What follows belongs to an exercise in optimizing a design on an open flow for a short achievable clock period and few clock cycles per item; a production flow would make more cautious choices. Where RTL was checked, it was by simulation tests only, not by an equivalence proof against the original. The RTL of run 3 was laid out without a check of its function. Power figures rest on the tool's default switching activity, not on a simulated workload.

===== flow/config.mk =====
export PLATFORM = sky130hd
export DESIGN_NAME = ecg_r_peak_heart_rate
export DESIGN_NICKNAME = ecg_r_peak_heart_rate
export VERILOG_FILES = /design/flow/design.v
export SDC_FILE = /design/flow/constraint.sdc
export NUM_CORES = 4
export LEC_CHECK = 0
export CAP_MARGIN = 20
export CORE_MARGIN = 2
export CORE_UTILIZATION = 50
export SETUP_SLACK_MARGIN = 5
export SLEW_MARGIN = 20

===== flow/constraint.sdc =====
create_clock -name core_clock -period 10.0 [get_ports {clk}]
set_input_delay 2.0000 -clock core_clock [delete_from_list [all_inputs] [get_ports {clk}]]
set_output_delay 2.0000 -clock core_clock [all_outputs]
set_load 0.01 [all_outputs]

===== flow/design.v =====
package ecgr_pkg;
  localparam int SAMPLE_W    = 12;
  localparam int ALPHA_W     = 11;
  localparam int THRESH_W    = 12;
  localparam int REFR_W      = 16;
  localparam int NUMER_W     = 16;
  localparam int RATE_W      = 8;
  localparam int CFG_INDEX_W = 3;
  localparam int CFG_DATA_W  = 16;
  localparam logic [ALPHA_W-1:0]  ALPHA_RESET     = 11'd410;
  localparam logic [THRESH_W-1:0] THRESH_RESET    = 12'd2300;
  localparam logic [REFR_W-1:0]   REFR_RESET      = 16'd40;
  localparam logic [NUMER_W-1:0]  NUMER_RESET     = 16'd12000;
  localparam logic [RATE_W-1:0]   RATE_MIN_RESET  = 8'd30;
  localparam logic [RATE_W-1:0]   RATE_MAX_RESET  = 8'd220;
endpackage
module ecgr_div (
  input  logic [15:0] rem_in,
  input  logic [15:0] divisor,
  input  logic [17:0] divisor3,
  input  logic [1:0]  dvd_bits,
  output logic [15:0] rem_out,
  output logic [1:0]  q_bits
);
  logic [17:0] r4;
  logic [18:0] t1, t2, t3;
  assign r4 = {rem_in, dvd_bits};
  assign t1 = {1'b0, r4} - {3'b0, divisor};
  assign t2 = {1'b0, r4} - {2'b0, divisor, 1'b0};
  assign t3 = {1'b0, r4} - {1'b0, divisor3};
  always_comb begin
    if (!t3[18]) begin
      rem_out = t3[15:0];
      q_bits  = 2'd3;
    end else if (!t2[18]) begin
      rem_out = t2[15:0];
      q_bits  = 2'd2;
    end else if (!t1[18]) begin
      rem_out = t1[15:0];
      q_bits  = 2'd1;
    end else begin
      rem_out = r4[15:0];
      q_bits  = 2'd0;
    end
  end
endmodule
module ecgr_seq
#(
  parameter int W     = 22,
  parameter int DEPTH = 32
) (
  input  logic         clk,
  input  logic         rst,
  input  logic         in_valid,
  input  logic [W-1:0] in_data,
  input  logic         out_stall,
  output logic         out_valid,
  output logic [W-1:0] out_data
);
  localparam int AW = $clog2(DEPTH);
  logic [W-1:0] mem [DEPTH];
  logic [AW:0]  wr_ptr;
  logic [AW:0]  rd_ptr;
  logic         nonempty;
  logic         pop;
  assign nonempty = (wr_ptr != rd_ptr);
  assign pop      = !out_valid || !out_stall;
  always_ff @(posedge clk) begin
    if (in_valid) begin
      mem[wr_ptr[AW-1:0]] <= in_data;
    end
    if (pop && nonempty) begin
      out_data <= mem[rd_ptr[AW-1:0]];
    end
  end
  always_ff @(posedge clk) begin
    if (rst) begin
      wr_ptr    <= '0;
      rd_ptr    <= '0;
      out_valid <= 1'b0;
    end else begin
      if (in_valid) begin
        wr_ptr <= wr_ptr + 1'b1;
      end
      if (pop) begin
        out_valid <= nonempty;
        if (nonempty) begin
          rd_ptr <= rd_ptr + 1'b1;
        end
      end
    end
  end
endmodule
module ecgr_datapath (
  input  logic        clk,
  input  logic        rst,
  input  logic [10:0] cfg_alpha,
  input  logic [11:0] cfg_thresh,
  input  logic [15:0] cfg_refr,
  input  logic [15:0] cfg_numer,
  input  logic [7:0]  cfg_rate_min,
  input  logic [7:0]  cfg_rate_max,
  input  logic        in_valid,
  input  logic [11:0] in_x,
  output logic        out_valid,
  output logic [21:0] out_data
);
  localparam int NDIV = 8;
  function automatic void csa33(input logic [32:0] x, input logic [32:0] y, input logic [32:0] z,
                                output logic [32:0] sum, output logic [32:0] cry);
    sum = x ^ y ^ z;
    cry = ((x & y) | (x & z) | (y & z)) << 1;
  endfunction
  function automatic void csa22(input logic [21:0] x, input logic [21:0] y, input logic [21:0] z,
                                output logic [21:0] sum, output logic [21:0] cry);
    sum = x ^ y ^ z;
    cry = ((x & y) | (x & z) | (y & z)) << 1;
  endfunction
  logic [10:0] a_c;
  logic [10:0] b_c;
  logic [5:0]  ath_one, ath_two, ath_neg;
  logic [5:0]  bth_one, bth_two, bth_neg;
  logic [21:0] ka;
  logic [32:0] kb;
  function automatic logic [17:0] booth(input logic [10:0] v);
    logic [12:0] vx;
    logic [17:0] r;
    vx = {1'b0, v, 1'b0};
    for (int i = 0; i < 6; i++) begin
      r[i]      = vx[2*i+1] ^ vx[2*i];
      r[6 + i]  = (vx[2*i+2] & !vx[2*i+1] & !vx[2*i]) | (!vx[2*i+2] & vx[2*i+1] & vx[2*i]);
      r[12 + i] = vx[2*i+2] & !(vx[2*i+1] & vx[2*i]);
    end
    booth = r;
  endfunction
  always_ff @(posedge clk) begin
    logic [10:0] a;
    logic [17:0] ea, eb;
    logic [21:0] k1;
    logic [32:0] k2;
    a  = (cfg_alpha > 11'd1024) ? 11'd1024 : cfg_alpha;
    ea = booth(a);
    eb = booth(11'd1024 - a);
    k1 = '0;
    k2 = '0;
    for (int i = 0; i < 6; i++) begin
      if (ea[12 + i]) k1 = k1 + (22'd1 << (2*i));
      if (eb[12 + i]) k2 = k2 + (33'd1 << (2*i));
    end
    a_c     <= a;
    b_c     <= 11'd1024 - a;
    ath_one <= ea[5:0];
    ath_two <= ea[11:6];
    ath_neg <= ea[17:12];
    bth_one <= eb[5:0];
    bth_two <= eb[11:6];
    bth_neg <= eb[17:12];
    ka      <= k1;
    kb      <= k2;
  end
  logic [32:0] kv [4];
  always_ff @(posedge clk) begin
    kv[0] <= kb;
    kv[1] <= kb + 33'(b_c);
    kv[2] <= kb + (33'(b_c) << 6);
    kv[3] <= kb + 33'(b_c) + (33'(b_c) << 6);
  end
  logic        vm;
  logic [21:0] mr1, mr2;
  always_ff @(posedge clk) begin
    logic [21:0] rows [6];
    logic [21:0] t [4];
    logic [12:0] f;
    logic [21:0] o1, o2;
    for (int i = 0; i < 6; i++) begin
      f = ({13{ath_one[i]}} & {1'b0, in_x}) | ({13{ath_two[i]}} & {in_x, 1'b0});
      rows[i] = (ath_neg[i] ? ~{9'd0, f} : {9'd0, f}) << (2*i);
    end
    csa22(rows[0], rows[1], rows[2], t[0], t[1]);
    csa22(rows[3], rows[4], rows[5], t[2], t[3]);
    csa22(t[0], t[1], t[2], rows[0], rows[1]);
    csa22(rows[0], rows[1], t[3], o1, o2);
    mr1 <= o1;
    mr2 <= o2;
    if (rst) vm <= 1'b0;
    else     vm <= in_valid;
  end
  logic        vm2;
  logic [21:0] xa;
  always_ff @(posedge clk) begin
    xa <= mr1 + mr2 + ka;
    if (rst) vm2 <= 1'b0;
    else     vm2 <= vm;
  end
  logic        vx;
  logic [32:0] xav [4];
  logic [10:0] b_x;
  logic [5:0]  one_x, two_x, neg_x;
  always_ff @(posedge clk) begin
    if (vm2 && !rst) begin
      for (int i = 0; i < 4; i++) xav[i] <= {1'b0, xa, 10'd0} + kv[i];
      b_x   <= b_c;
      one_x <= bth_one;
      two_x <= bth_two;
      neg_x <= bth_neg;
    end else begin
      xav[0] <= 33'd0;
      xav[1] <= 33'd1024;
      xav[2] <= 33'd1024 << 6;
      xav[3] <= 33'd1024 + (33'd1024 << 6);
      b_x    <= 11'd1024;
      one_x  <= 6'b100000;
      two_x  <= '0;
      neg_x  <= '0;
    end
    if (rst) vx <= 1'b0;
    else     vx <= vm2;
  end
  logic        vl;
  logic [22:0] ls;
  logic        c0, c6, c12, c17;
  logic [32:0] r1, r2;
  logic [10:0] blk0;
  logic [6:0]  blk1, blk2;
  logic [5:0]  blk3;
  logic [5:0]  blk4;
  always_comb begin
    logic [32:0] rows [9];
    logic [32:0] t [6];
    logic [32:0] ext;
    logic [32:0] f;
    ext = {{10{ls[22]}}, ls};
    for (int i = 0; i < 6; i++) begin
      f = ({33{one_x[i]}} & ext) | ({33{two_x[i]}} & {ext[31:0], 1'b0});
      f = f ^ {33{neg_x[i]}};
      rows[i] = f << (2*i);
    end
    rows[6] = c12 ? (33'(b_x) << 12) : 33'd0;
    rows[7] = c17 ? (33'(b_x) << 17) : 33'd0;
    rows[8] = xav[{c6, c0}];
    csa33(rows[0], rows[1], rows[2], t[0], t[1]);
    csa33(rows[3], rows[4], rows[5], t[2], t[3]);
    csa33(rows[6], rows[7], rows[8], t[4], t[5]);
    csa33(t[0], t[1], t[2], rows[0], rows[1]);
    csa33(t[3], t[4], t[5], rows[2], rows[3]);
    csa33(rows[0], rows[1], rows[2], t[0], t[1]);
    csa33(t[0], t[1], rows[3], r1, r2);
    blk0 = {1'b0, r1[9:0]}  + {1'b0, r2[9:0]};
    blk1 = {1'b0, r1[15:10]} + {1'b0, r2[15:10]};
    blk2 = {1'b0, r1[21:16]} + {1'b0, r2[21:16]};
    blk3 = {1'b0, r1[26:22]} + {1'b0, r2[26:22]};
    blk4 = r1[32:27] + r2[32:27];
  end
  always_ff @(posedge clk) begin
    if (rst) begin
      vl  <= 1'b0;
      ls  <= 23'd2048 << 10;
      c0  <= 1'b0;
      c6  <= 1'b0;
      c12 <= 1'b0;
      c17 <= 1'b0;
    end else begin
      vl  <= vx;
      ls  <= {blk4, blk3[4:0], blk2[5:0], blk1[5:0]};
      c0  <= blk0[10];
      c6  <= blk1[6];
      c12 <= blk2[6];
      c17 <= blk3[5];
    end
  end
  logic        vr;
  logic [21:0] s;
  always_ff @(posedge clk) begin
    if (rst) begin
      vr <= 1'b0;
      s  <= 22'd2048 << 10;
    end else begin
      vr <= vl;
      s  <= ls[21:0] + {4'd0, c17, 4'd0, c12, 5'd0, c6, 5'd0, c0};
    end
  end
  logic        vp1;
  logic [11:0] filt_p1;
  logic        cmp_p1;
  logic [21:0] p1, p2;
  always_ff @(posedge clk) begin
    if (rst) begin
      vp1 <= 1'b0;
      p1  <= 22'd2048 << 10;
      p2  <= 22'd2048 << 10;
    end else begin
      vp1 <= vr;
      if (vr) begin
        p1 <= s;
        p2 <= p1;
      end
    end
    filt_p1 <= s[21:10];
    cmp_p1  <= (p1 > p2) && (p1 > s) && (p1 > {cfg_thresh, 10'd0});
  end
  logic        vp2;
  logic [11:0] filt_p2;
  logic        peak_p2;
  logic        rate_p2;
  logic        big_p2;
  logic [15:0] dvs_p2;
  logic [17:0] dvs3_p2;
  logic [31:0] dst;
  logic        gt;
  logic        seen;
  logic        is_peak;
  logic [31:0] dst1, dst2;
  assign is_peak = cmp_p1 && gt;
  assign dst1    = dst + 32'd1;
  assign dst2    = dst + 32'd2;
  always_ff @(posedge clk) begin
    if (rst) begin
      vp2  <= 1'b0;
      dst  <= '0;
      gt   <= 1'b0;
      seen <= 1'b0;
    end else begin
      vp2 <= vp1;
      if (vp1) begin
        dst  <= is_peak ? 32'd1 : dst1;
        gt   <= is_peak ? (cfg_refr < 16'd2) : (dst2 > 32'(cfg_refr));
        seen <= seen | is_peak;
      end else begin
        gt   <= dst1 > 32'(cfg_refr);
      end
    end
    filt_p2 <= filt_p1;
    peak_p2 <= is_peak;
    rate_p2 <= is_peak && seen && (dst != 32'd0);
    big_p2  <= (dst[31:16] != 16'd0);
    dvs_p2  <= dst[15:0];
    dvs3_p2 <= 18'(dst[15:0]) + {1'b0, dst[15:0], 1'b0};
  end
  logic        dv   [NDIV+1];
  logic [11:0] dfilt[NDIV+1];
  logic        dpeak[NDIV+1];
  logic        drate[NDIV+1];
  logic        dbig [NDIV+1];
  logic [15:0] ddvs [NDIV+1];
  logic [17:0] ddvs3[NDIV+1];
  logic [15:0] drem [NDIV+1];
  logic [15:0] dq   [NDIV+1];
  assign dv[0]    = vp2;
  assign dfilt[0] = filt_p2;
  assign dpeak[0] = peak_p2;
  assign drate[0] = rate_p2;
  assign dbig[0]  = big_p2;
  assign ddvs[0]  = dvs_p2;
  assign ddvs3[0] = dvs3_p2;
  assign drem[0]  = '0;
  assign dq[0]    = '0;
  for (genvar g = 0; g < NDIV; g++) begin : g_div
    logic [15:0] rem_n;
    logic [1:0]  qb;
    ecgr_div u_step (
      .rem_in  (drem[g]),
      .divisor (ddvs[g]),
      .divisor3(ddvs3[g]),
      .dvd_bits(cfg_numer[15-2*g -: 2]),
      .rem_out (rem_n),
      .q_bits  (qb)
    );
    always_ff @(posedge clk) begin
      if (rst) dv[g+1] <= 1'b0;
      else     dv[g+1] <= dv[g];
      dfilt[g+1] <= dfilt[g];
      dpeak[g+1] <= dpeak[g];
      drate[g+1] <= drate[g];
      dbig[g+1]  <= dbig[g];
      ddvs[g+1]  <= ddvs[g];
      ddvs3[g+1] <= ddvs3[g];
      drem[g+1]  <= rem_n;
      dq[g+1]    <= {dq[g][13:0], qb};
    end
  end
  logic        vh;
  logic [11:0] filth;
  logic        peakh;
  logic        updh;
  logic [9:0]  sumh;
  logic [2:0]  fillh;
  logic [7:0]  hist [4];
  logic [1:0]  ptr;
  logic [2:0]  fill;
  logic [9:0]  sum;
  logic [15:0] bpm;
  logic        upd;
  logic [9:0]  sum_n;
  logic [2:0]  fill_n;
  assign bpm    = dbig[NDIV] ? 16'd0 : dq[NDIV];
  assign upd    = drate[NDIV] && (bpm >= 16'(cfg_rate_min)) && (bpm <= 16'(cfg_rate_max));
  assign sum_n  = sum - 10'(hist[ptr]) + 10'(bpm[7:0]);
  assign fill_n = (fill == 3'd4) ? 3'd4 : fill + 1'b1;
  always_ff @(posedge clk) begin
    if (rst) begin
      vh   <= 1'b0;
      for (int i = 0; i < 4; i++) hist[i] <= '0;
      ptr  <= '0;
      fill <= '0;
      sum  <= '0;
    end else begin
      vh <= dv[NDIV];
      if (dv[NDIV] && upd) begin
        hist[ptr] <= bpm[7:0];
        ptr       <= ptr + 1'b1;
        fill      <= fill_n;
        sum       <= sum_n;
      end
    end
    filth <= dfilt[NDIV];
    peakh <= dpeak[NDIV];
    updh  <= upd;
    sumh  <= sum_n;
    fillh <= fill_n;
  end
  logic        va;
  logic [11:0] filta;
  logic        peaka;
  logic        upda;
  logic [7:0]  avga;
  always_ff @(posedge clk) begin
    logic [20:0] third;
    third = 21'(sumh) * 21'd683;    
    if (rst) va <= 1'b0;
    else     va <= vh;
    filta <= filth;
    peaka <= peakh;
    upda  <= updh;
    unique case (fillh)
      3'd1:    avga <= sumh[7:0];
      3'd2:    avga <= sumh[8:1];
      3'd3:    avga <= third[18:11];
      default: avga <= sumh[9:2];
    endcase
  end
  logic [7:0] held;
  always_ff @(posedge clk) begin
    if (rst) begin
      held      <= '0;
      out_valid <= 1'b0;
    end else begin
      out_valid <= va;
      if (va && upda) held <= avga;
    end
    out_data <= {filta, peaka, upda, (upda ? avga : held)};
  end
endmodule
module ecg_r_peak_heart_rate
#(
  parameter int AVG_DEPTH   = 4,
  parameter int FRAC_BITS   = 10,
  parameter int COUNT_WIDTH = 32
) (
  input  logic                   clk,
  input  logic                   rst,
  input  logic                   sample_valid,
  output logic                   sample_stall,
  input  logic [ecgr_pkg::SAMPLE_W-1:0]    adc_sample,
  output logic                   result_valid,
  input  logic                   result_stall,
  output logic [ecgr_pkg::SAMPLE_W-1:0]    filtered_sample,
  output logic                   peak_flag,
  output logic                   rate_updated,
  output logic [ecgr_pkg::RATE_W-1:0]      heart_rate,
  input  logic                   cfg_valid,
  output logic                   cfg_ready,
  input  logic [ecgr_pkg::CFG_INDEX_W-1:0] cfg_index,
  input  logic [ecgr_pkg::CFG_DATA_W-1:0]  cfg_data
);
  localparam int QDEPTH = 32;
  logic [10:0] cfg_alpha;
  logic [11:0] cfg_thresh;
  logic [15:0] cfg_refr;
  logic [15:0] cfg_numer;
  logic [7:0]  cfg_rate_min;
  logic [7:0]  cfg_rate_max;
  assign cfg_ready = 1'b1;
  always_ff @(posedge clk) begin
    if (rst) begin
      cfg_alpha    <= ecgr_pkg::ALPHA_RESET;
      cfg_thresh   <= ecgr_pkg::THRESH_RESET;
      cfg_refr     <= ecgr_pkg::REFR_RESET;
      cfg_numer    <= ecgr_pkg::NUMER_RESET;
      cfg_rate_min <= ecgr_pkg::RATE_MIN_RESET;
      cfg_rate_max <= ecgr_pkg::RATE_MAX_RESET;
    end else if (cfg_valid) begin
      case (cfg_index)
        3'd0: cfg_alpha    <= cfg_data[10:0];
        3'd1: cfg_thresh   <= cfg_data[11:0];
        3'd2: cfg_refr     <= cfg_data[15:0];
        3'd3: cfg_numer    <= cfg_data[15:0];
        3'd4: cfg_rate_min <= cfg_data[7:0];
        3'd5: cfg_rate_max <= cfg_data[7:0];
        default: begin
        end
      endcase
    end
  end
  logic        v0;
  logic [11:0] x0;
  logic        dlv;
  logic [5:0]  pending;    
  always_ff @(posedge clk) begin
    x0 <= adc_sample;
    if (rst) begin
      v0           <= 1'b0;
      dlv          <= 1'b0;
      pending      <= '0;
      sample_stall <= 1'b1;
    end else begin
      v0           <= sample_valid && !sample_stall;
      dlv          <= result_valid && !result_stall;
      pending      <= pending + 6'(v0) - 6'(dlv);
      sample_stall <= (7'(pending) + 7'(v0) + 7'd2) > 7'(QDEPTH);
    end
  end
  logic        dp_valid;
  logic [21:0] dp_data;
  logic [21:0] q_data;
  ecgr_datapath u_datapath (
    .clk         (clk),
    .rst         (rst),
    .cfg_alpha   (cfg_alpha),
    .cfg_thresh  (cfg_thresh),
    .cfg_refr    (cfg_refr),
    .cfg_numer   (cfg_numer),
    .cfg_rate_min(cfg_rate_min),
    .cfg_rate_max(cfg_rate_max),
    .in_valid    (v0),
    .in_x        (x0),
    .out_valid   (dp_valid),
    .out_data    (dp_data)
  );
  ecgr_seq #(.W(22), .DEPTH(QDEPTH)) u_queue (
    .clk      (clk),
    .rst      (rst),
    .in_valid (dp_valid),
    .in_data  (dp_data),
    .out_stall(result_stall),
    .out_valid(result_valid),
    .out_data (q_data)
  );
  assign filtered_sample = q_data[21:10];
  assign peak_flag       = q_data[9];
  assign rate_updated    = q_data[8];
  assign heart_rate      = q_data[7:0];
endmodule

===== flow/run.sh =====
#!/bin/bash
# synth_recipe.tcl (not shown) runs the flow's synth.tcl, then flattens the netlist and writes it again
# the make line also repeats each setting of config.mk as NAME=value (left out here)
make -C /OpenROAD-flow-scripts/flow DESIGN_CONFIG=/design/flow/config.mk WORK_HOME=/design/flow/orfs CLKGATE_MAP_FILE= SYNTH_SCRIPT=/design/flow/synth_recipe.tcl finish

==> results of run 1 <==
-- area by class of cell --
type | instances | share of cell area
Antenna cell | 1 | 0.00002314
Clock buffer | 274 | 0.05244
Clock inverter | 103 | 0.01382
Inverter | 772 | 0.02679
Multi-Input combinational cell | 5364 | 0.4278
Sequential cell | 1983 | 0.4375
Tap cell | 2542 | 0.02941
Timing Repair Buffer | 142 | 0.01216
-- kinds of logic (layout without fill, tap and decap cells) --
kind of cell             after synthesis  count (layout)  synth area share
buffers and inverters               1104            1291           0.04334
AO/OA/AOI/OAI                       1516            1516            0.1034
other                                  2               3        0.00007705
multiplexers                         435             435           0.07789
flip-flops                          1983            1983            0.4851
XOR/XNOR                             602             602           0.05410
AND/OR/NAND/NOR                     1821            1821           0.09000
adder cells (fa/ha/maj)              988             988            0.1461
-- Yosys cell counts, types with 47 or more instances --
cell type / number / share of area
a21o_1: 125 / 0.0096
a21oi_1: 374 / 0.019
a22oi_1: 197 / 0.015
a31oi_1: 47 / 0.0030
and2_1: 99 / 0.0064
clkbuf_1: 262 / 0.010
dfxtp_1: 1225 / 0.25
edfxtp_1: 758 / 0.23
fa_1: 252 / 0.052
ha_1: 731 / 0.094
inv_1: 770 / 0.030
mux2_2: 68 / 0.0079
mux2i_1: 115 / 0.012
mux4_2: 252 / 0.058
nand2_1: 468 / 0.018
nand2b_1: 84 / 0.0054
nand3_1: 131 / 0.0067
nand4_1: 56 / 0.0036
nor2_1: 469 / 0.018
nor2b_1: 116 / 0.0074
nor3_1: 190 / 0.0098
o211ai_1: 57 / 0.0044
o21a_1: 102 / 0.0079
o21ai_0: 256 / 0.013
or3_1: 58 / 0.0037
xnor2_1: 402 / 0.036
xor2_1: 200 / 0.018
-- through the flow --
stage                     hold WS, ns  power, uW  worst slack, ns
after floorplan                0.3096      17330            5.137
after global placement         0.3101      19670            4.643
after detailed placement       0.3121      19920            4.604
after CTS                      0.2622      27940            4.936
after global routing           0.2788      29850            4.958
final                          0.2745      27940            5.248
-- worst register-to-register path, cell delays in order (launching register included) --
cell      delay (ns)
dfxtp_1         0.30
buf_4           0.21
o21ai_1         0.32
xor2_2          0.33
xnor2_2         0.17
xnor2_2         0.26
inv_1           0.18
fa_1            0.57
inv_1           0.06
fa_1            0.53
inv_1           0.05
fa_1            0.58
ha_1            0.24
a21o_1          0.16
a21oi_1         0.21
o21bai_1        0.10
a21oi_1         0.18
xnor2_1         0.14
nor2_1          0.05
-- state kept, by name, indices dropped and copies added, names as in the netlist, 41 cells and up, named ones only --
name	cells
u_queue.mem	704
u_datapath.ddvs3	119
u_datapath.xav	114
u_datapath.ddvs	112
u_datapath.drem	112
u_datapath.dfilt	96
u_datapath.dq	72
u_datapath.kv	41
-- layer usage --
metal,GRT usage,wire [um],part of all wire
met4,0.06268,5319,0.023
met1,0.3192,105700,0.46
met5,0,0,0
met3,0.02857,9597,0.041
met2,0.3913,110900,0.48
-- report_power, final --
group | leakage, uW | total, uW | internal [uW] | switching [uW]
combinational | 0.0207 | 10500 | 4710 | 5800
sequential | 0.0168 | 9570 | 8950 | 620
clock | 0.00346 | 7870 | 4600 | 3270
-- worst max path at each step --
stage | endpoint | slack (ns) | depth (start not counted)
after floorplan | u_datapath.ls[11]$_SDFF_PP0_ | 5.14 | 17
after global placement | u_datapath.ls[22]$_SDFF_PP0_ | 4.64 | 18
after detailed placement | u_datapath.ls[22]$_SDFF_PP0_ | 4.60 | 18
after CTS | u_datapath.ls[22]$_SDFF_PP0_ | 4.94 | 18
after global routing | u_datapath.ls[22]$_SDFF_PP0_ | 4.96 | 18
final | u_datapath.ls[22]$_SDFF_PP0_ | 5.25 | 18
-- timing repair --
item | CTS | global route
gates resized for setup | 3 | 29
buffers inserted | 0 | 7
endpoints found under the setup margin | 5 | 16
pin swaps | 0 | 5
==> out/results.txt, run 1 <==
GRT overflow = 0
Fin util = 0.5564
Clock Latency Late Sink = 0.89 ns
Internal reg-to-reg setup slack = 5.25 ns
PortBufs = 59
Multi-input logic area = 0.04627 sq mm
Synthesized netlist cell count = 8451
HPWL after detailed placement = 160.7 mm
Final wirelength = 231.5 mm
Setup TNS = 0 ns
Outcome = no timing/DRC/antenna violations
CP Buf/Inv Count = 4
RR Endpoint = u_datapath.ls[22]$_SDFF_PP0_
Drt drc = 0
Flops & latches, synth = 1983
Leak = 0.04102 uW
R2r worst-path depth = 18
Max incr delay on CP = 0.58 ns
Max Buffers Root-to-Sink = 3
Crit-path cells = buf_4, o21ai_1, xor2_2, xnor2_2, xnor2_2, inv_1, fa_1, inv_1, fa_1, inv_1, fa_1, ha_1, a21o_1, a21oi_1, o21bai_1, a21oi_1, xnor2_1, nor2_1
Slew @ Worst Pin = 1.136 ns
CP endpoint kind = flop
First-pass GRT wire length = 362.4 mm
Minimum clock period = 4.752 ns
Maximum VDD drop = 0.4520 mV
WS Path Type = flop to flop
Initial antenna violation count = 2
Hold_sp = u_datapath.dfilt[2][7]$_DFF_P_
Pwr dens = 258.3 mW/mm^2
Post-DR wirelength/cell = 20.71 um
Layout cells sized above 1 = 0.1005
Area after DPL = 0.1007 sq mm
Commonest non-fill, non-tap cell in the layout = dfxtp_1
Post-synth EDFFs = 758
CP max-delay cell = fa_1
Rel. slew slack = 0.2411
RSZ-0062 raised after global routing = false
ANT nets after route = 0
Die Width = 445.5 um
Final setup vio count = 0
TritonRoute pass-1 iters = 7
CP top delay family = adder cells
Area growth from synthesis to layout = 10.97%
Post-CTS Hold Buffers = 0
Max-cap viol count = 0
Core ar. = 0.1944 sq mm
Cell Count, Final, Fillers Out = 11.18k
Sequential share of the synthesized area = 0.4851
Clk sinks = 1983
Primary FF master, synth = dfxtp_1
Initial Utilization = 0.5014
CTS tree = yes
CTS buffer count = 202
Pin count of the biggest net entering global routing = 182
Max Freq = 0.2105 GHz
Die ar. = 0.1985 sq mm
Fin area = 0.1082 sq mm
Via/cell ratio = 5.585
FP Rows = 162
Critical Path RT = 10.69 ns
Fillers = 16.16k
Syn avg cell area = 11.53 sq um
Worst-path maximum fanout = 27
IO Pins = 61
Hold depth = 0
Final Skew = 0.09187 ns
Critical Path AT = 5.45 ns
Routed vias = 62.44k
Placed cells = 10.79k
Ys Warns = 34
Critical Path Source = u_datapath.b_x[0]$_SDFF_PN0_
H-Tree Depth = 4
Cell area after synthesis = 0.09747 sq mm
Worst min path class = flop to flop
Most frequent cells in the layout = dfxtp_1, inv_1, edfxtp_1, ha_1, nand2_1
GP Congestion = 0.8760
Flip-flop and latch area = 0.04733 sq mm
Unique cell type count in the Yosys netlist = 97
Hold endpoint = u_datapath.dfilt[3][7]$_DFF_P_
Initial DRC Count = 4191
RR Startpoint = u_datapath.b_x[0]$_SDFF_PN0_
Worst setup SP type = flop
Nets@finish = 9484
Async set-reset flop share out of synthesis = 0
Fin crit share = 0.4752
Final Hold Fails = 0
All-layer global routing usage = 0.2330
Vias in the first global route = 63.61k
Die Y = 445.5 um
Worst-path clk slew = 0.06 ns
Final max-slew violation count = 0
Root buf cell = clkbuf_16
Testbench counts, summed over its fixed seeds: cycles 69,322, items 68,482.
==> run 2, diff against run 1 <==
==> flow/flow/run.sh (new file) <==
#!/bin/bash
# Layout flow: the standard synthesis unchanged, then the standard ORFS steps with a
# larger setup repair margin, so that repair_timing keeps improving paths well below the
# 10 ns constraint. The SDC (clock period, I/O delays, loads) is the design's, unchanged.
set -euo pipefail
MARGIN=${MARGIN:-6.5}
bash standard.sh synth > run_synth.log 2>&1
bash standard.sh SETUP_SLACK_MARGIN=$MARGIN finish > run_layout.log 2>&1
==> flow/standard.sh (new file) <==
#!/bin/bash
# synth_recipe.tcl (not shown) runs the flow's synth.tcl, then flattens the netlist and writes it again
# the make line also repeats each setting of config.mk as NAME=value (left out here)
make -C /OpenROAD-flow-scripts/flow DESIGN_CONFIG=/design/flow/config.mk WORK_HOME=/design/flow/orfs CLKGATE_MAP_FILE= SYNTH_SCRIPT=/design/flow/synth_recipe.tcl "${@:-finish}"
--- a/flow/config.mk
+++ b/flow/config.mk
@@ -8,5 +8,4 @@
 export CAP_MARGIN = 20
 export CORE_MARGIN = 2
 export CORE_UTILIZATION = 50
-export SETUP_SLACK_MARGIN = 5
 export SLEW_MARGIN = 20
removed: flow/run.sh
==> run 2 against run 1 <==
  * Sequential share of layout area decreased by 1.0 points
  * Clock skew decreased by 0.0096 ns
  * Fmax increased by 8.9%
  * Worst hold slack improved by 0.015 ns
  * Non-clock buffer count increased by 97
  * First-iteration DRC count increased by 7.2%
  * Global-route usage increased by 0.56 points
  * Sequential power about the same
==> out/results.txt, run 2 <==
Drt drc = 0 (unchanged)
Primary FF master, synth = dfxtp_1
Area growth from synthesis to layout = 14.08%
Fin crit share = 0.4363 (-0.03889)
Pin count of the biggest net entering global routing = 104 (-43%)
Unique cell type count in the Yosys netlist = 97 (unchanged)
Fin util = 0.5720 (+0.01560)
FP Rows = 162 (unchanged)
Critical Path AT = 5.08 ns (-0.37 ns)
Rel. slew slack = 0.2356 (-0.005486)
Worst-path maximum fanout = 4 (-85%)
GP Congestion = 0.8842 (+0.94%)
Core ar. = 0.1944 sq mm (unchanged)
Clk sinks = 1983 (unchanged)
Fin area = 0.1112 sq mm (+2.8%)
Max Freq = 0.2292 GHz (+8.9%)
ANT nets after route = 0 (unchanged)
Top cells by area, synth = dfxtp_1, edfxtp_1, ha_1
Die ar. = 0.1985 sq mm (unchanged)
Flops & latches, synth = 1983 (unchanged)
Maximum VDD drop = 0.5734 mV (+27%)
PortBufs = 59 (unchanged)
Async set-reset flop share out of synthesis = 0 (unchanged)
Commonest cells post-synth = dfxtp_1, inv_1, edfxtp_1, ha_1, nor2_1
All-layer global routing usage = 0.2386 (+0.005613)
RSZ-0062 raised after global routing = true
Worst min path class = flop to flop
Die Width = 445.5 um (unchanged)
Top-count cell post-synth = dfxtp_1
Critical Path RT = 10.71 ns (+0.02 ns)
Layout cells sized above 1 = 0.1457 (+0.04520)
Via/cell ratio = 5.598 (+0.24%)
Setup TNS = 0 ns (unchanged)
Sequential share of the synthesized area = 0.4851 (unchanged)
Synth Area in XOR/XNOR = 0.05409 (unchanged)
Leak = 0.04205 uW (+2.5%)
Mux share of post-synthesis cell area = 0.07789 (unchanged)
CP endpoint kind = flop
Post-synth EDFFs = 758 (unchanged)
Final setup vio count = 0 (unchanged)
Max-cap viol count = 0 (unchanged)
Initial antenna violation count = 4 (+2)
Post-DR wirelength/cell = 21.06 um (+1.7%)
Synthesized netlist cell count = 8451 (unchanged)
Cell area after synthesis = 0.09747 sq mm (unchanged)
Syn avg cell area = 11.53 sq um (unchanged)
CTS buffer count = 200 (-0.99%)
Die Y = 445.5 um (unchanged)
Slew @ Worst Pin = 1.144 ns (+0.008210 ns)
Nets@finish = 9582 (+1.0%)
Vias in the first global route = 63.80k (+0.30%)
Final Hold Fails = 0 (unchanged)
Cell taking the most area after synthesis = dfxtp_1
TritonRoute pass-1 iters = 6 (-1)
H-Tree Depth = 4 (unchanged)
Post-Synth Adder-Cell Area = 0.1461 (unchanged)
Share of the synthesized area in the top cell type = 0.2516 (unchanged)
Minimum clock period = 4.363 ns (-0.3889 ns)
Root buf cell = clkbuf_16
Commonest non-fill, non-tap cell in the layout = dfxtp_1
Initial DRC Count = 4491 (+7.2%)
Multi-input logic area = 0.04758 sq mm (+2.8%)
Flip-flop and latch area = 0.04751 sq mm (+0.40%)
Final Skew = 0.08226 ns (-0.009619 ns)
Synth Area in Simple Gates = 0.09000 (unchanged)
Fillers = 15.79k (-2.3%)
Initial Utilization = 0.5014 (unchanged)
Post-CTS Hold Buffers = 0 (unchanged)
HPWL after detailed placement = 161.6 mm (+0.53%)
Worst-path clk slew = 0.07 ns (about the same)
Pwr dens = 263.1 mW/mm^2 (+1.9%)
Outcome = no timing/DRC/antenna violations
WS Path Type = flop to flop
Area after DPL = 0.1012 sq mm (+0.43%)
Routed vias = 63.18k (+1.2%)
First-pass GRT wire length = 368.9 mm (+1.8%)
CTS tree = yes
GRT overflow = 0 (unchanged)
Ys Warns = 34 (unchanged)
Most frequent cells in the layout = dfxtp_1, edfxtp_1, inv_1, ha_1, nand2_1
Final wirelength = 237.7 mm (+2.6%)
Largest family of logic cells by synthesized area = adder cells
IO Pins = 61 (unchanged)
Largest register FFs = 704 (unchanged)
Clock Latency Late Sink = 0.87 ns (-0.02 ns)
Post-synthesis compound-gate area fraction = 0.1034 (unchanged)
Worst setup SP type = flop
Final max-slew violation count = 0 (unchanged)
Max Buffers Root-to-Sink = 3 (unchanged)
==> run 2: area by class of cell <==
class	count	share of cell area
Sequential cell	1983	0.4273
Clock buffer	280	0.05398
Antenna cell	5	0.0001125
Multi-Input combinational cell	5367	0.4279
Inverter	772	0.02609
Clock inverter	97	0.01326
Timing Repair Buffer	239	0.02272
Tap cell	2542	0.02860
==> run 2: worst max-delay path: stages, from the launching register on <==
cell and delay [ns]:
dfxtp_4 0.36, buf_12 0.12, mux4_2 0.51, inv_2 0.08, fa_1 0.43, fa_1 0.50, fa_1 0.57, inv_2 0.04
fa_1 0.49, ha_1 0.30, a21o_1 0.16, a21o_1 0.17, a21o_1 0.19, a21oi_2 0.12, xor2_1 0.15, nor2_1 0.05
==> run 2: final timing paths <==
check | from | end | slack (ns) | cells after the start
worst max-delay path | u_datapath.c6$_SDFF_PP0_ | u_datapath.ls[11]$_SDFF_PP0_ | 5.64 | 15
worst max register to register | u_datapath.c6$_SDFF_PP0_ | u_datapath.ls[11]$_SDFF_PP0_ | 5.64 | 15
worst min-delay path | u_datapath.dpeak[5]$_DFF_P_ | u_datapath.dpeak[6]$_DFF_P_ | 0.29 | 0
worst min register to register | u_datapath.dpeak[5]$_DFF_P_ | u_datapath.dpeak[6]$_DFF_P_ | 0.29 | 0
==> run 2: cells by family after synthesis <==
kind of cell	Yosys count
muxes	435
other	2
adders and majority gates	988
xor gates and xnor gates	602
buffers and inverters	1104
and+or+nand+nor	1821
DFF	1983
AOI/OAI and AO/OA	1516
==> run 2: stage by stage <==
step	hold slack, ns	std cells	setup WS, ns	total power, uW
finish	0.2896	11285	5.637	29250
global route	0.3003	11283	5.494	31220
CTS	0.2837	11234	5.692	28980
detailed placement	0.3121	10794	5.103	20270
global placement	0.3099	10791	5.174	20030
floorplan	0.3096	8451	5.831	17660
==> run 2: metal layers <==
layer / share of wire / vias to the layer above / global-route usage
met4: 0.025 / 0 / 0.06812
met2: 0.48 / 1463 / 0.4000
met3: 0.045 / 321 / 0.03023
met5: 0 / - / 0
li1: - / 30263 / -
met1: 0.45 / 31129 / 0.3252
==> run 2: what timing repair did <==
| item | 4_1_cts | 5_1_grt |
|---|---|---|
| buffers inserted | 58 | 33 |
| setup endpoints to repair | 247 | 199 |
| cloned | 5 | 5 |
| gates resized for setup | 327 | 148 |
| pin swaps | 53 | 99 |
==> run 2: where the power goes <==
group,internal [uW],total (uW),switching [uW],leakage [uW]
clock network,4890,8170,3280,0.00366
registers,8950,9560,613,0.0169
logic,5330,11500,6190,0.0215
==> run 3, diff against run 2 <==
--- a/flow/design.v
+++ b/flow/design.v
@@ -158,12 +158,17 @@
     ka      <= k1;
     kb      <= k2;
   end
-  logic [32:0] kv [4];
+  logic [32:0] kbv [4];
+  logic [32:0] kb_d;
+  logic [32:0] kv [8];
   always_ff @(posedge clk) begin
-    kv[0] <= kb;
-    kv[1] <= kb + 33'(b_c);
-    kv[2] <= kb + (33'(b_c) << 6);
-    kv[3] <= kb + 33'(b_c) + (33'(b_c) << 6);
+    for (int i = 0; i < 4; i++) begin
+      kbv[i] <= (i[0] ? 33'(b_c) : 33'd0) + (i[1] ? (33'(b_c) << 5) : 33'd0);
+    end
+    kb_d <= kb;
+    for (int i = 0; i < 8; i++) begin
+      kv[i] <= kb_d + kbv[i % 4] + (i[2] ? (33'(b_c) << 10) : 33'd0);
+    end
   end
   logic        vm;
   logic [21:0] mr1, mr2;
@@ -193,21 +198,21 @@
     else     vm2 <= vm;
   end
   logic        vx;
-  logic [32:0] xav [4];
+  logic [32:0] xav [8];
   logic [10:0] b_x;
   logic [5:0]  one_x, two_x, neg_x;
   always_ff @(posedge clk) begin
     if (vm2 && !rst) begin
-      for (int i = 0; i < 4; i++) xav[i] <= {1'b0, xa, 10'd0} + kv[i];
+      for (int i = 0; i < 8; i++) xav[i] <= {1'b0, xa, 10'd0} + kv[i];
       b_x   <= b_c;
       one_x <= bth_one;
       two_x <= bth_two;
       neg_x <= bth_neg;
     end else begin
-      xav[0] <= 33'd0;
-      xav[1] <= 33'd1024;
-      xav[2] <= 33'd1024 << 6;
-      xav[3] <= 33'd1024 + (33'd1024 << 6);
+      for (int i = 0; i < 8; i++) begin
+        xav[i] <= (i[0] ? 33'd1024 : 33'd0) + (i[1] ? (33'd1024 << 5) : 33'd0) +
+                  (i[2] ? (33'd1024 << 10) : 33'd0);
+      end
       b_x    <= 11'd1024;
       one_x  <= 6'b100000;
       two_x  <= '0;
@@ -218,12 +223,12 @@
   end
   logic        vl;
   logic [22:0] ls;
-  logic        c0, c6, c12, c17;
+  logic        c0, c5, c10, c15, c19;
   logic [32:0] r1, r2;
   logic [10:0] blk0;
-  logic [6:0]  blk1, blk2;
-  logic [5:0]  blk3;
-  logic [5:0]  blk4;
+  logic [5:0]  blk1, blk2, blk3;
+  logic [4:0]  blk4;
+  logic [3:0]  blk5;
   always_comb begin
     logic [32:0] rows [9];
     logic [32:0] t [6];
@@ -235,9 +240,9 @@
       f = f ^ {33{neg_x[i]}};
       rows[i] = f << (2*i);
     end
-    rows[6] = c12 ? (33'(b_x) << 12) : 33'd0;
-    rows[7] = c17 ? (33'(b_x) << 17) : 33'd0;
-    rows[8] = xav[{c6, c0}];
+    rows[6] = c15 ? (33'(b_x) << 15) : 33'd0;
+    rows[7] = c19 ? (33'(b_x) << 19) : 33'd0;
+    rows[8] = xav[{c10, c5, c0}];
     csa33(rows[0], rows[1], rows[2], t[0], t[1]);
     csa33(rows[3], rows[4], rows[5], t[2], t[3]);
     csa33(rows[6], rows[7], rows[8], t[4], t[5]);
@@ -246,26 +251,29 @@
     csa33(rows[0], rows[1], rows[2], t[0], t[1]);
     csa33(t[0], t[1], rows[3], r1, r2);
     blk0 = {1'b0, r1[9:0]}  + {1'b0, r2[9:0]};
-    blk1 = {1'b0, r1[15:10]} + {1'b0, r2[15:10]};
-    blk2 = {1'b0, r1[21:16]} + {1'b0, r2[21:16]};
-    blk3 = {1'b0, r1[26:22]} + {1'b0, r2[26:22]};
-    blk4 = r1[32:27] + r2[32:27];
+    blk1 = {1'b0, r1[14:10]} + {1'b0, r2[14:10]};
+    blk2 = {1'b0, r1[19:15]} + {1'b0, r2[19:15]};
+    blk3 = {1'b0, r1[24:20]} + {1'b0, r2[24:20]};
+    blk4 = {1'b0, r1[28:25]} + {1'b0, r2[28:25]};
+    blk5 = r1[32:29] + r2[32:29];
   end
   always_ff @(posedge clk) begin
     if (rst) begin
       vl  <= 1'b0;
       ls  <= 23'd2048 << 10;
       c0  <= 1'b0;
-      c6  <= 1'b0;
-      c12 <= 1'b0;
-      c17 <= 1'b0;
+      c5  <= 1'b0;
+      c10 <= 1'b0;
+      c15 <= 1'b0;
+      c19 <= 1'b0;
     end else begin
       vl  <= vx;
-      ls  <= {blk4, blk3[4:0], blk2[5:0], blk1[5:0]};
+      ls  <= {blk5, blk4[3:0], blk3[4:0], blk2[4:0], blk1[4:0]};
       c0  <= blk0[10];
-      c6  <= blk1[6];
-      c12 <= blk2[6];
-      c17 <= blk3[5];
+      c5  <= blk1[5];
+      c10 <= blk2[5];
+      c15 <= blk3[5];
+      c19 <= blk4[4];
     end
   end
   logic        vr;
@@ -276,13 +284,14 @@
       s  <= 22'd2048 << 10;
     end else begin
       vr <= vl;
-      s  <= ls[21:0] + {4'd0, c17, 4'd0, c12, 5'd0, c6, 5'd0, c0};
+      s  <= ls[21:0] + {2'd0, c19, 3'd0, c15, 4'd0, c10, 4'd0, c5, 4'd0, c0};
     end
   end
   logic        vp1;
   logic [11:0] filt_p1;
-  logic        cmp_p1;
   logic [21:0] p1, p2;
+  logic [5:0]  part_p1;    
+  logic        thr_hi_p1, thr_eq_p1, thr_lo_p1;
   always_ff @(posedge clk) begin
     if (rst) begin
       vp1 <= 1'b0;
@@ -295,8 +304,27 @@
         p2 <= p1;
       end
     end
-    filt_p1 <= s[21:10];
-    cmp_p1  <= (p1 > p2) && (p1 > s) && (p1 > {cfg_thresh, 10'd0});
+    filt_p1    <= s[21:10];
+    part_p1[0] <= p1[10:0] > p2[10:0];
+    part_p1[1] <= p1[21:11] == p2[21:11];
+    part_p1[2] <= p1[21:11] > p2[21:11];
+    part_p1[3] <= p1[10:0] > s[10:0];
+    part_p1[4] <= p1[21:11] == s[21:11];
+    part_p1[5] <= p1[21:11] > s[21:11];
+    thr_lo_p1  <= p1[9:0] != 10'd0;
+    thr_eq_p1  <= p1[21:10] == cfg_thresh;
+    thr_hi_p1  <= p1[21:10] > cfg_thresh;
+  end
+  logic        vp1b;
+  logic [11:0] filt_p1b;
+  logic        cmp_p1;
+  always_ff @(posedge clk) begin
+    if (rst) vp1b <= 1'b0;
+    else     vp1b <= vp1;
+    filt_p1b <= filt_p1;
+    cmp_p1   <= (part_p1[2] || (part_p1[1] && part_p1[0])) &&
+                (part_p1[5] || (part_p1[4] && part_p1[3])) &&
+                (thr_hi_p1 || (thr_eq_p1 && thr_lo_p1));
   end
   logic        vp2;
   logic [11:0] filt_p2;
@@ -320,8 +348,8 @@
       gt   <= 1'b0;
       seen <= 1'b0;
     end else begin
-      vp2 <= vp1;
-      if (vp1) begin
+      vp2 <= vp1b;
+      if (vp1b) begin
         dst  <= is_peak ? 32'd1 : dst1;
         gt   <= is_peak ? (cfg_refr < 16'd2) : (dst2 > 32'(cfg_refr));
         seen <= seen | is_peak;
@@ -329,7 +357,7 @@
         gt   <= dst1 > 32'(cfg_refr);
       end
     end
-    filt_p2 <= filt_p1;
+    filt_p2 <= filt_p1b;
     peak_p2 <= is_peak;
     rate_p2 <= is_peak && seen && (dst != 32'd0);
     big_p2  <= (dst[31:16] != 16'd0);
@@ -378,6 +406,21 @@
       dq[g+1]    <= {dq[g][13:0], qb};
     end
   end
+  logic        vg;
+  logic [11:0] filtg;
+  logic        peakg;
+  logic        updg;
+  logic [7:0]  bpmg;
+  always_ff @(posedge clk) begin
+    logic [15:0] q;
+    q = dbig[NDIV] ? 16'd0 : dq[NDIV];
+    if (rst) vg <= 1'b0;
+    else     vg <= dv[NDIV];
+    filtg <= dfilt[NDIV];
+    peakg <= dpeak[NDIV];
+    updg  <= drate[NDIV] && (q >= 16'(cfg_rate_min)) && (q <= 16'(cfg_rate_max));
+    bpmg  <= q[7:0];
+  end
   logic        vh;
   logic [11:0] filth;
   logic        peakh;
@@ -388,13 +431,9 @@
   logic [1:0]  ptr;
   logic [2:0]  fill;
   logic [9:0]  sum;
-  logic [15:0] bpm;
-  logic        upd;
   logic [9:0]  sum_n;
   logic [2:0]  fill_n;
-  assign bpm    = dbig[NDIV] ? 16'd0 : dq[NDIV];
-  assign upd    = drate[NDIV] && (bpm >= 16'(cfg_rate_min)) && (bpm <= 16'(cfg_rate_max));
-  assign sum_n  = sum - 10'(hist[ptr]) + 10'(bpm[7:0]);
+  assign sum_n  = sum - 10'(hist[ptr]) + 10'(bpmg);
   assign fill_n = (fill == 3'd4) ? 3'd4 : fill + 1'b1;
   always_ff @(posedge clk) begin
     if (rst) begin
@@ -404,17 +443,17 @@
       fill <= '0;
       sum  <= '0;
     end else begin
-      vh <= dv[NDIV];
-      if (dv[NDIV] && upd) begin
-        hist[ptr] <= bpm[7:0];
+      vh <= vg;
+      if (vg && updg) begin
+        hist[ptr] <= bpmg;
         ptr       <= ptr + 1'b1;
         fill      <= fill_n;
         sum       <= sum_n;
       end
     end
-    filth <= dfilt[NDIV];
-    peakh <= dpeak[NDIV];
-    updh  <= upd;
+    filth <= filtg;
+    peakh <= peakg;
+    updh  <= updg;
     sumh  <= sum_n;
     fillh <= fill_n;
   end
==> flow/flow/run.sh (replaced) <==
#!/bin/bash
# Layout flow: the standard synthesis and ORFS steps, with two changes:
#  - the full- and half-adder cells are added to the don't-use list, so adders and the
#    filter loop's carry-save tree are mapped to ordinary gates that ABC can restructure
#    and the resizer can size (the adder cells are slow and are never resized);
#  - a larger setup repair margin, so that repair_timing keeps improving paths well below
#    the 10 ns constraint.
# The SDC (clock period, I/O delays, loads) is the design's, unchanged.
set -euo pipefail
MARGIN=${MARGIN:-6.5}
PLAT_DU=$(sed -n '/^export DONT_USE_CELLS += /,/^$/p' "$FLOW_HOME/platforms/sky130hd/config.mk" \
  | sed 's/export DONT_USE_CELLS += //; s/\\//g' | tr -s ' \n' ' ')
DU="$PLAT_DU sky130_fd_sc_hd__fa_1 sky130_fd_sc_hd__fa_2 sky130_fd_sc_hd__fa_4 sky130_fd_sc_hd__ha_1 sky130_fd_sc_hd__ha_2 sky130_fd_sc_hd__ha_4"
echo "DONT_USE_CELLS=$DU" > run_dont_use.txt
bash standard.sh "DONT_USE_CELLS=$DU" synth > run_synth.log 2>&1
bash standard.sh "DONT_USE_CELLS=$DU" SETUP_SLACK_MARGIN=$MARGIN finish > run_layout.log 2>&1
==> run 3 against run 2 <==
  * Count of clock-buffer cells in the layout is 18 higher
  * Critical path type unchanged
  * Register-to-register slack better by 0.32 ns
  * Critical path depth down 1
==> out/results.txt, run 3 <==
Die Y = 458.9 um (+3.0%)
Flop pwr share = 0.405 (+0.078)
Worst-path maximum fanout = 2 (-2)
Final setup vio count = 0 (unchanged)
Rel. slew slack = 0.1686 (-0.06701)
Final max-slew violation count = 0 (unchanged)
Minimum clock period = 4.042 ns (-0.3204 ns)
Multi-input logic area = 0.05407 sq mm (+14%)
Clk network pwr share = 0.346 (+0.067)
Pwr dens = 199.3 mW/mm^2 (-24%)
Cell area after synthesis = 0.1035 sq mm (+6.1%)
Worst setup SP type = flop
RSZ-0062 raised after global routing = true
Drt drc = 0 (unchanged)
GP Congestion = 0.8897 (+0.62%)
Wire length on met2 = 136.9 mm (+19%)
Top-count cell post-synth = dfxtp_1
PortBufs = 59 (unchanged)
Switching share of total power = 0.2950 (-0.04991)
Max Buffers Root-to-Sink = 3 (unchanged)
Flops & latches, synth = 2187 (+10%)
Syn avg cell area = 10.66 sq um (-7.6%)
IO Pins = 61 (unchanged)
Fin util = 0.6147 (+0.04270)
Power Internal = 17720 uW (-7.5%)
WS Path Type = flop to flop
Top cells by area, synth = dfxtp_1, edfxtp_1, xnor2_1
Final Skew = 0.05344 ns (-0.02882 ns)
ANT nets after route = 0 (unchanged)
FP Rows = 166 (+2.5%)
First-pass GRT wire length = 424.9 mm (+15%)
Final wirelength = 284.2 mm (+20%)
Hold endpoint = u_datapath.dq[2][3]$_DFF_P_
Ys Warns = 36 (+5.9%)
Initial Utilization = 0.5041 (+0.002711)
Initial antenna violation count = 17 (+13)
Clk sinks = 2187 (+10%)
Unique cell type count in the Yosys netlist = 106 (+9.3%)
Max-cap viol count = 0 (unchanged)
Cell taking the most area after synthesis = dfxtp_1
HPWL after detailed placement = 172.1 mm (+6.5%)
All-layer global routing usage = 0.2578 (+0.01917)
Hold depth = 0 (unchanged)
Nets@finish = 10.19k (+6.3%)
Internal reg-to-reg setup slack = 5.96 ns (+0.32 ns)
Largest register FFs = 704 (unchanged)
Die ar. = 0.2106 sq mm (+6.1%)
Commonest cells post-synth = dfxtp_1, xnor2_1, nor2_1, nand2_1, edfxtp_1
Share of the synthesized area in the top cell type = 0.2765 (+0.02492)
Switch Pwr = 7416 uW (-27%)
CTS buffer count = 217 (+8.5%)
Core ar. = 0.2052 sq mm (+5.6%)
Routed metal-1 wire length = 122.3 mm (+15%)
Most frequent cells in the layout = dfxtp_1, xnor2_1, edfxtp_1, nor2_1, nand2_1
Met3 routed wirelength = 14.94 mm (+41%)
Outcome = no timing/DRC/antenna violations
Fillers = 16.29k (+3.1%)
Pin count of the biggest net entering global routing = 165 (+59%)
Initial DRC Count = 6410 (+43%)
CP endpoint kind = flop
GRT overflow = 0 (unchanged)
Routed vias = 74.80k (+18%)
Final Hold Fails = 0 (unchanged)
CTS tree = yes
Sequential share of the synthesized area = 0.4966 (+0.01142)
TritonRoute pass-1 iters = 6 (unchanged)
Area growth from synthesis to layout = 21.94%
Max Freq = 0.2474 GHz (+7.9%)
Async set-reset flop share out of synthesis = 0 (unchanged)
Highest Signal Layer = met5
Leak = 0.04469 uW (+6.3%)
H-Tree Depth = 4 (unchanged)
Hold_sp = u_datapath.dq[1][1]$_SDFF_PN1_
Layout cells sized above 1 = 0.2449 (+0.09921)
RR Endpoint = u_datapath.dq[8][0]$_SDFF_PN1_
R2r worst-path depth = 14 (-1)
Post-synth EDFFs = 758 (unchanged)
Die Width = 458.9 um (+3.0%)
Setup TNS = 0 ns (unchanged)
Via/cell ratio = 5.737 (+2.5%)
Commonest non-fill, non-tap cell in the layout = dfxtp_1
Critical Path AT = 4.82 ns (-0.26 ns)
Vias in the first global route = 71.89k (+13%)
Maximum VDD drop = 0.2077 mV (-64%)
Fin crit share = 0.4042 (-0.03204)
Synthesized netlist cell count = 9703 (+15%)
Clock Latency Late Sink = 0.87 ns (about the same)
Critical Path RT = 10.78 ns (+0.07 ns)
Primary FF master, synth = dfxtp_1
Post-DR wirelength/cell = 21.80 um (+3.5%)
Comb pwr share = 0.249 (-0.145)
Worst min path class = flop to flop
Slew @ Worst Pin = 1.245 ns (+0.1015 ns)
Pwr Total = 25140 uW (-14%)
Worst-path clk slew = 0.06 ns (about the same)
Flip-flop and latch area = 0.05179 sq mm (+9.0%)
RR Startpoint = cfg_numer[1]$_SDFFE_PP0P_
Root buf cell = clkbuf_16
## run 3: changes by cell type in the layout (fill, tap and decap cells not counted), sizes merged, moves of 166 or more
cell	delta
buf	+498
dfxtp	+204
fa	-252
ha	-731
inv	-413
maj3	+400
nand2	+309
nor2	+347
xnor2	+672
xor2	+166
## run 3: kinds of logic after synthesis
| family | synth area share |
|---|---|
| multiplexers | 0.06750 |
| XOR/XNOR | 0.1345 |
| adder cells (fa/ha/maj) | 0.03961 |
| flip-flops | 0.4966 |
| AO/OA/AOI/OAI | 0.1079 |
| AND/OR/NAND/NOR | 0.1179 |
| buffers and inverters | 0.03590 |
| other | 0.00007259 |
## run 3: layout make-up
| cell class | instances | share of cell area |
|---|---|---|
| flip-flops and latches | 2187 | 0.4105 |
| multi-input cells | 6626 | 0.4286 |
| diodes | 6 | 0.0001190 |
| inverters | 370 | 0.01151 |
| well taps | 2688 | 0.02666 |
| repair buffers | 749 | 0.06031 |
| clock buffers | 298 | 0.05077 |
| clock inverters | 113 | 0.01148 |
## run 3: worst max-delay path by stage
stage                                             start                             end  slack [ns]  cells past startpoint
after floorplan           u_datapath.ddvs[7][0]$_DFF_P_  u_datapath.dq[8][0]$_SDFF_PN1_        6.27                     14
after global placement         u_datapath.c5$_SDFF_PP0_    u_datapath.ls[17]$_SDFF_PP0_        4.67                     15
after detailed placement       u_datapath.c5$_SDFF_PP0_       u_datapath.c19$_SDFF_PP0_        4.56                     15
after CTS                     cfg_numer[1]$_SDFFE_PP0P_  u_datapath.dq[8][0]$_SDFF_PN1_        5.93                     14
after global routing           u_datapath.c0$_SDFF_PP0_    u_datapath.ls[22]$_SDFF_PP0_        5.83                     16
final                         cfg_numer[1]$_SDFFE_PP0P_  u_datapath.dq[8][0]$_SDFF_PN1_        5.96                     14
## run 3: layer usage
metal	vias to the layer above	GRT usage
li1	35125	-
met1	36821	0.3461
met2	2238	0.4326
met3	606	0.02995
met4	6	0.08871
met5	-	0
## run 3: stage by stage
stage	hold WS, ns	instance area, sq um	instances	setup WS, ns
2_1_floorplan	0.3096	104600	9718	6.268
6_report	0.3034	126100	13037	5.958
3_3_place_gp	0.3095	106900	12027	4.668
3_5_place_dp	0.3121	106900	12027	4.560
5_1_grt	0.3060	126100	13036	5.826
4_1_cts	0.2941	122000	12835	5.926
## run 3: timing repair
item	in CTS	in global routing
pin swaps	361	395
buffers inserted	360	189
hold buffers	0	0
gates resized for setup	989	571
endpoints found under the setup margin	437	312
cloned	37	7
## run 3: worst max-delay path, cell delays in order (launching register included)
cell and delay, ns:
dfxtp_4 0.37, inv_2 0.04, maj3_2 0.29, maj3_2 0.30, maj3_2 0.31, maj3_2 0.30
maj3_2 0.31, maj3_2 0.30, maj3_2 0.30, maj3_2 0.34, a221oi_4 0.21, o32ai_2 0.14
maj3_2 0.32, maj3_2 0.33, o21ai_2 0.10
## run 3: power by group through the flow
stage,sequential [uW],clock (uW),combinational (uW)
global route,10200,9190,6710
CTS,10200,8830,5680
floorplan,9970,0,4070
finish,10200,8690,6260
global placement,10400,0,4850
detailed placement,10400,0,4910

## separate check: timing with driven ports
Ports are ideal in the flow. The routed layouts listed here were re-timed in OpenROAD. Step 1: set_driving_cell puts a clkbuf_16 on clk and a buf_2 on each other input, an assumption about the parent block. Step 2 times the ports against the registers' clock, not the clock port: input delays grow and output delays shrink by t, the midpoint of the rising clock arrivals with the driver on. a / b / c = ideal ports / drivers / drivers and shift; a / b = the first two.
run | t, ns | setup WS [ns] | hold WS [ns]
run 1 | 0.923 | 5.248 / 5.248 / 5.248 | 0.275 / 0.275 / 0.275
run 2 | 0.914 | 5.637 / 5.637 / 5.637 | 0.290 / 0.290 / 0.290
run 3 | 0.930 | 5.958 / 5.958 / 5.609 | 0.303 / 0.303 / 0.303
After both steps every run listed still meets setup and hold. The setup slack of run 3, which loses most, moves by 0.000 ns with the drivers and by -0.349 ns with both steps.
